What follows belongs to an exercise in optimizing a design on an open flow for small area and a short achievable clock period; a production flow would make more cautious choices.
In this exercise RTL edits were held to simulation tests only and were not proved equivalent to the original.
Power is estimated from default activity; no workload was simulated.

[design/flow/config.mk]
export PLATFORM = sky130hd
export DESIGN_NAME = ahb3lite_mem_slave
export DESIGN_NICKNAME = ahb3lite_mem_slave
export VERILOG_FILES = /design/flow/design.v
export SDC_FILE = /design/flow/constraint.sdc
export NUM_CORES = 4
export LEC_CHECK = 0
export CAP_MARGIN = 20
export CORE_MARGIN = 2
export CORE_UTILIZATION = 40
export SLEW_MARGIN = 20
[design/flow/constraint.sdc]
create_clock -name core_clock -period 5.5 [get_ports {HCLK}]
set_input_delay 1.1000 -clock core_clock [delete_from_list [all_inputs] [get_ports {HCLK}]]
set_output_delay 1.1000 -clock core_clock [all_outputs]
set_load 0.01 [all_outputs]
[design/flow/design.v]
package ahb3lite_pkg;
    typedef enum logic [1:0] {
        IDLE   = 2'b00,
        BUSY   = 2'b01,
        NONSEQ = 2'b10,
        SEQ    = 2'b11
    } HTRANS_state;
    typedef enum logic [2:0] {
        S_IDLE,
        S_WAIT,
        S_DATA,
        S_ERR1,
        S_ERR2
    } slave_state_t;
    localparam logic HRESP_OKAY  = 1'b0;
    localparam logic HRESP_ERROR = 1'b1;
endpackage
module ahb3lite_sp_ram #(
    parameter int DEPTH = 64,
    parameter int AW    = $clog2(DEPTH)
) (
    input  logic          clk_i,
    input  logic          we_i,
    input  logic [AW-1:0] addr_i,
    input  logic [31:0]   wdata_i,
    output logic [31:0]   rdata_o
);
    logic [31:0] mem_q [DEPTH];
    always_ff @(posedge clk_i) begin
        if (we_i) begin
            mem_q[addr_i] <= wdata_i;
        end
    end
    assign rdata_o = mem_q[addr_i];
endmodule
import ahb3lite_pkg::*;
module ahb3lite_mem_slave #(
    parameter int          DEPTH       = 64,
    parameter logic [31:0] BASE_ADDR   = 32'h0000_0000,
    parameter int          WAIT_STATES = 0
) (
    input  logic        HCLK,
    input  logic        HRESET,
    input  logic        HSEL,
    input  logic [31:0] HADDR,
    input  logic [1:0]  HTRANS,
    input  logic        HWRITE,
    input  logic [31:0] HWDATA,
    input  logic        HREADY,
    output logic        HREADYOUT,
    output logic        HRESP,
    output logic [31:0] HRDATA,
    output logic [31:0] mem_WR_addr,
    output logic        mem_write_flag,
    output logic [31:0] HWDATA_toMem,
    output logic [15:0] wr_count
);
    localparam int         AW        = $clog2(DEPTH);
    localparam logic [3:0] WAIT_LAST = 4'(WAIT_STATES > 0 ? WAIT_STATES - 1 : 0);
    ahb3lite_pkg::slave_state_t state_q;
    ahb3lite_pkg::slave_state_t state_d;
    logic [3:0]   wait_cnt_q, wait_cnt_d;
    logic         write_q, write_d;
    logic [15:0]  wr_count_q, wr_count_d;
    logic [31:0]  haddr_q;
    logic [AW-1:0] idx_q;
    logic [31:0]  offset;
    logic         in_range;
    logic         accept;
    logic         commit;
    logic [31:0]  rdata;
    assign offset   = HADDR - BASE_ADDR;
    assign in_range = offset < 32'(DEPTH);
    assign accept   = HSEL && HREADY && HREADYOUT && (HTRANS == NONSEQ || HTRANS == SEQ);
    assign commit   = (state_q == S_DATA) && write_q;
    always_comb begin
        state_d    = state_q;
        wait_cnt_d = wait_cnt_q;
        write_d    = write_q;
        wr_count_d = commit ? wr_count_q + 16'd1 : wr_count_q;
        case (state_q)
            S_WAIT: begin
                if (wait_cnt_q == WAIT_LAST) begin
                    state_d    = S_DATA;
                    wait_cnt_d = 4'd0;
                end else begin
                    wait_cnt_d = wait_cnt_q + 4'd1;
                end
            end
            S_ERR1: state_d = S_ERR2;
            default: begin
                state_d = S_IDLE;
                if (accept) begin
                    write_d = HWRITE;
                    if (!in_range) begin
                        state_d = S_ERR1;
                    end else if (WAIT_STATES > 0) begin
                        state_d = S_WAIT;
                    end else begin
                        state_d = S_DATA;
                    end
                end
            end
        endcase
    end
    always_ff @(posedge HCLK or posedge HRESET) begin
        if (HRESET) begin
            state_q    <= S_IDLE;
            wait_cnt_q <= 4'd0;
            write_q    <= 1'b0;
            wr_count_q <= 16'd0;
        end else begin
            state_q    <= state_d;
            wait_cnt_q <= wait_cnt_d;
            write_q    <= write_d;
            wr_count_q <= wr_count_d;
        end
    end
    always_ff @(posedge HCLK) begin
        if (accept) begin
            haddr_q <= HADDR;
            idx_q   <= offset[AW-1:0];
        end
    end
    ahb3lite_sp_ram #(
        .DEPTH (DEPTH),
        .AW    (AW)
    ) u_ram (
        .clk_i   (HCLK),
        .we_i    (commit),
        .addr_i  (idx_q),
        .wdata_i (HWDATA),
        .rdata_o (rdata)
    );
    assign HREADYOUT      = !(state_q == S_WAIT || state_q == S_ERR1);
    assign HRESP          = (state_q == S_ERR1 || state_q == S_ERR2) ? HRESP_ERROR : HRESP_OKAY;
    assign HRDATA         = (state_q == S_DATA && !write_q) ? rdata : 32'h0;
    assign mem_write_flag = commit;
    assign mem_WR_addr    = commit ? haddr_q : 32'h0;
    assign HWDATA_toMem   = commit ? HWDATA : 32'h0;
    assign wr_count       = wr_count_q;
endmodule
[design/flow/run.sh]
#!/bin/bash
# synth_recipe.tcl (not shown) runs the flow's synth.tcl, then flattens the netlist and writes it again
# the make line also repeats each setting of config.mk as NAME=value (left out here)
make -C /OpenROAD-flow-scripts/flow DESIGN_CONFIG=/design/flow/config.mk WORK_HOME=/design/flow/orfs CLKGATE_MAP_FILE= SYNTH_SCRIPT=/design/flow/synth_recipe.tcl finish
==> notes.md <==
-- final timing paths --
path | from | to | slack [ns] | cells past startpoint
min reg2reg | wr_count_q[15] | wr_count_q[15] | 0.48 | 1
max in group asynchronous | HRESET | wr_count_q[5] | 4.49 | 3
min | wr_count_q[15] | wr_count_q[15] | 0.48 | 1
max | flip-flop | HRDATA[23] | 0.17 | 9
min in group asynchronous | HRESET | state_q[1] | 0.56 | 2
max reg2reg | state_q[0] | u_ram.mem_q[37][30] | 1.27 | 5
-- per-layer routing --
layer | vias to the layer above | wire length, microns | track usage (%)
met1 | 21600 | 92500 | 30.2
met4 | 2 | 5940 | 6.00
met2 | 1722 | 113000 | 36.4
met3 | 295 | 17200 | 4.42
met5 | - | 7 | 0
li1 | 15700 | - | -
-- cell usage in the layout, fill, tap and decap left out, types with 6 or more instances in the layout --
master	n
sky130_fd_sc_hd__edfxtp_1	2080
sky130_fd_sc_hd__mux4_2	589
sky130_fd_sc_hd__clkbuf_16	211
sky130_fd_sc_hd__buf_4	180
sky130_fd_sc_hd__clkdlybuf4s50_1	151
sky130_fd_sc_hd__mux2i_1	94
sky130_fd_sc_hd__nand2_1	72
sky130_fd_sc_hd__clkinv_1	68
sky130_fd_sc_hd__buf_12	67
sky130_fd_sc_hd__and2_1	66
sky130_fd_sc_hd__nor2_4	65
sky130_fd_sc_hd__clkbuf_1	41
sky130_fd_sc_hd__clkinv_2	35
sky130_fd_sc_hd__buf_2	32
sky130_fd_sc_hd__nor2_1	31
sky130_fd_sc_hd__diode_2	24
sky130_fd_sc_hd__dfrtp_1	24
sky130_fd_sc_hd__nand3_1	19
sky130_fd_sc_hd__mux2_2	19
sky130_fd_sc_hd__o22ai_1	16
sky130_fd_sc_hd__a31oi_1	16
sky130_fd_sc_hd__a22oi_1	14
sky130_fd_sc_hd__nor3_1	13
sky130_fd_sc_hd__o21ai_1	13
sky130_fd_sc_hd__xnor2_1	11
sky130_fd_sc_hd__bufinv_16	10
sky130_fd_sc_hd__nand4_1	9
sky130_fd_sc_hd__o21ai_0	9
sky130_fd_sc_hd__nor4_1	7
sky130_fd_sc_hd__nor2b_1	7
sky130_fd_sc_hd__a21oi_1	7
sky130_fd_sc_hd__o211ai_1	7
sky130_fd_sc_hd__clkinvlp_4	7
sky130_fd_sc_hd__inv_1	6
-- area by class of cell --
class                      count  area (sq um)  share of cell area [%]
clock inverter               129           942                   0.993
tap                         2672          3340                    3.52
multi-input combinational   1145         17400                    18.4
inverter                       9          42.5                  0.0448
sequential                  2110         63200                    66.6
timing repair buffer         433          4400                    4.64
antenna                       24          60.1                  0.0633
clock buffer                 257          5500                    5.80
-- timing repair --
item / 4_1_cts / 5_1_grt
hold endpoints to repair: 0 / 0
hold buffers: 0 / 0
resized for setup: 10 / 3
buffers inserted: 5 / 6
endpoints found under the setup margin: 29 / 4
-- per-stage QoR --
| step | hold WS, ns | std cells | total power [W] |
|---|---|---|---|
| floorplan | 0.437 | 3440 | 0.0189 |
| global placement | 0.457 | 6357 | 0.0197 |
| detailed placement | 0.464 | 6357 | 0.0197 |
| CTS | 0.493 | 6748 | 0.0332 |
| global route | 0.511 | 6775 | 0.0339 |
| finish | 0.484 | 6779 | 0.0330 |
-- power breakdown --
| part | total [W] | internal (W) | leakage [nW] | switching [W] |
|---|---|---|---|---|
| Combinational | 0.00168 | 0.000692 | 7.40 | 0.000983 |
| Sequential | 0.0177 | 0.0177 | 19.1 | 0.0000413 |
| Clock | 0.0136 | 0.00755 | 3.14 | 0.00602 |
| Total | 0.0330 | 0.0259 | 29.6 | 0.00705 |
-- cells by family (layout without fill, tap and decap cells) --
group,after synthesis,in the layout,synth area share [%]
adders and majority gates,3,3,0.0463
and+or+nand+nor,309,309,1.84
muxes,703,703,17.8
buffers and inverters,185,828,1.22
AOI/OAI and AO/OA,114,114,0.936
other,0,24,0
DFF,2110,2110,78.0
xor gates and xnor gates,16,16,0.173
-- critical path, delay by kind of cell (launching register included) --
| kind | cells | cell delay [ns] |
|---|---|---|
| AOI/OAI and AO/OA | 3 | 0.99 |
| DFF | 1 | 0.71 |
| buffers and inverters | 4 | 1.20 |
| muxes | 1 | 0.28 |
| and+or+nand+nor | 1 | 0.14 |
-- cells in the mapped netlist, types with 3 or more instances --
cell type	instances	area (sq um)
sky130_fd_sc_hd__edfxtp_1	2080	62500
sky130_fd_sc_hd__mux4_2	589	13300
sky130_fd_sc_hd__nor2_1	97	364
sky130_fd_sc_hd__mux2i_1	95	951
sky130_fd_sc_hd__nand2_1	72	270
sky130_fd_sc_hd__and2_1	66	413
sky130_fd_sc_hd__buf_2	62	310
sky130_fd_sc_hd__buf_4	45	338
sky130_fd_sc_hd__clkbuf_1	45	169
sky130_fd_sc_hd__dfrtp_1	24	601
sky130_fd_sc_hd__mux2_2	19	214
sky130_fd_sc_hd__nand3_1	19	95.1
sky130_fd_sc_hd__buf_1	18	67.6
sky130_fd_sc_hd__o22ai_1	18	113
sky130_fd_sc_hd__a31oi_1	17	106
sky130_fd_sc_hd__a22oi_1	16	120
sky130_fd_sc_hd__nor3_1	13	65.1
sky130_fd_sc_hd__o21ai_1	13	65.1
sky130_fd_sc_hd__xnor2_1	11	96.3
sky130_fd_sc_hd__a21oi_1	9	45.0
sky130_fd_sc_hd__nand4_1	9	56.3
sky130_fd_sc_hd__o21ai_0	9	45.0
sky130_fd_sc_hd__inv_1	7	26.3
sky130_fd_sc_hd__nor2b_1	7	43.8
sky130_fd_sc_hd__nor4_1	7	43.8
sky130_fd_sc_hd__o211ai_1	7	52.6
sky130_fd_sc_hd__buf_6	6	67.6
sky130_fd_sc_hd__dfxtp_1	6	120
sky130_fd_sc_hd__a211oi_1	5	37.5
sky130_fd_sc_hd__nand2b_1	5	31.3
sky130_fd_sc_hd__o22a_1	5	43.8
sky130_fd_sc_hd__xor2_1	5	43.8
sky130_fd_sc_hd__nand3b_1	4	30.0
sky130_fd_sc_hd__a21o_1	3	22.5
sky130_fd_sc_hd__ha_1	3	37.5
-- state kept, by name (all words and copies together) (netlist names), named ones only --
signal and cells:
wr_count_q 16, wait_cnt_q 4, write_q 1, state_q 3, haddr_q 32, u_ram.mem_q 2048
==> impl_metrics.csv <==
group,metric,value,unit
run_status,status,"timing/DRC/antenna clean",
timing,timing.final.hold_violations,0,
synth,mappedNetlistArea,81000,sq um
clock_tree,clkSlewWorstSetupHoldPaths,0.06,ns
synth,synth_seq_area_share,78.0,%
timing,final.min_clock_period,5.33,ns
synth,synth-edff-count,2080,
clock_tree,cts_max_path_buffers,3,
timing,rsz0062_at_grt,"no",
power_and_ir_drop,power_density,347,nW/um^2
setup_path,cell_mode_on_critical_path,"sky130_fd_sc_hd__buf_4",
floorplanning,full_die_area,206000,sq um
detailed_routing,drc_errors,0,
floorplanning,die_height,454,microns
clock_tree,clock_latency_on_the_worst_skew_pair,0.85,ns
timing,clock.fmax,188,MHz
synth,postSynthAreaPerCell,23.6,sq um
setup_path,worst-setup-path-type,"flip-flop to output port",
detailed_routing,vias_per_cell,5.79,
clock_tree,htree_num_levels,4,
grt,antenna_found_initial,14,
clock_tree,numClockSinks,2110,
setup_path,worst_setup_path_end_kind,"output port",
place,placement.io_buffers,184,
detailed_routing,routed_wire_length_per_instance,33.7,microns
detailed_routing,dr_total_vias,39300,
clock_tree,clock_tree_from_tritoncts,"built",
place,routabilityCongestion,0.779,
timing,final.setup.tns,0,ns
place,post_dp_cell_area,88200,sq um
setup_path,cp.arrival,4.23,ns
setup_path,worst-path-max-fanout,28,
hold_path,hold_path.class,"flip-flop to flip-flop",
synth,syn_inst,3440,
floorplanning,io_pins,186,
detailed_routing,first_pass_detailed_route_iteration_total,5,
synth,async_set_reset_flop_share_out_of_synthesis,1.14,%
synth,synth_flop_cell,"sky130_fd_sc_hd__edfxtp_1",
floorplanning,std_cell_rows,165,
synth,ys.warnings.count,2,
setup_path,timing.critical_path.slowest_cell_delay,0.71,ns
timing,post-route-worst-setup-slack,0.172,ns
grt,grt-ovfl-total,0,
finish,finalInstanceArea,94900,sq um
clock_tree,cts_root_buf,"sky130_fd_sc_hd__clkbuf_16",
finish,final_net_count,3980,
grt,grt_start_max_net_pins,66,
setup_path,crit_required,4.40,ns
timing,setup_viol,0,
finish,syn_to_final_growth,17.1,%
synth,ys_types,54,
timing,finalCritPeriodShare,96.9,%
timing,worst-slew-pin-transition,1.04,ns
finish,fill_cells,16400,
grt,grt_use_total,22.1,%
power_and_ir_drop,static-leakage-power,29.6,nW
setup_path,crit_path_cell_trace,"buf_12 > buf_4 > mux4_2 > nor2b_1 > a211oi_1 > a311o_1 > a31oi_1 > buf_4 > clkdlybuf4s50_1",
timing,timing.clock.skew,0.0457,ns
grt,first_global_vias,39500,
synth,synth_seq_cells,2110,
detailed_routing,routed_wl,228000,microns
power_and_ir_drop,power.ir.vdd_worst,0.000277,V
setup_path,worst_setup_path_start_kind,"flip-flop",
detailed_routing,drtAntennaViolNets,0,
grt,grt_pass1_wl,315000,microns
place,post-dp-hpwl,133000,microns
floorplanning,start_util,40.2,%
place,placement.setup.worst_slack,0.445,ns
finish,post-route-util,47.1,%
flow_run,cap_viol_max_count,0,
synth,synthesis.nets,3514,
setup_path,slowest_stage,"sky130_fd_sc_hd__dfxtp_4",
finish,share_of_final_layout_standard_cells_stronger_than_drive_strength_1,30.8,%
timing,slew_headroom,30.5,%
floorplanning,core_area,202000,sq um
floorplanning,chipWidth,454,microns
timing,drv_slew,0,
detailed_routing,dr.first_iter.drc_count,4916,
clock_tree,numCtsBuffers,207,

-- static timing again, ports no longer ideal --
The flow's constraints put no driver on any port. The routed layout listed below was extracted and timed again, unchanged, in two steps. Step 1 assumes that a clkbuf_16 drives the clock port and a buf_2 every other input. Step 2 times the ports against the registers' clock, not the clock port: input delays grow and output delays shrink by t, the midpoint of the rising clock arrivals with the driver on. Slacks: no drivers / after step 1 / after step 2; pairs: no drivers / after step 1.
t, ns: 0.911
setup WS [ns]: 0.172 / 0.084 / 0.995
worst setup path after step 2: register to output
latest minus earliest clock arrival (ns): 0.051 / 0.051
worst data-port slew with drivers (ns): 0.43
After both steps this run still meets setup and hold. For this run, drivers alone change the setup slack by -0.088 ns; drivers and shift together by +0.823 ns.
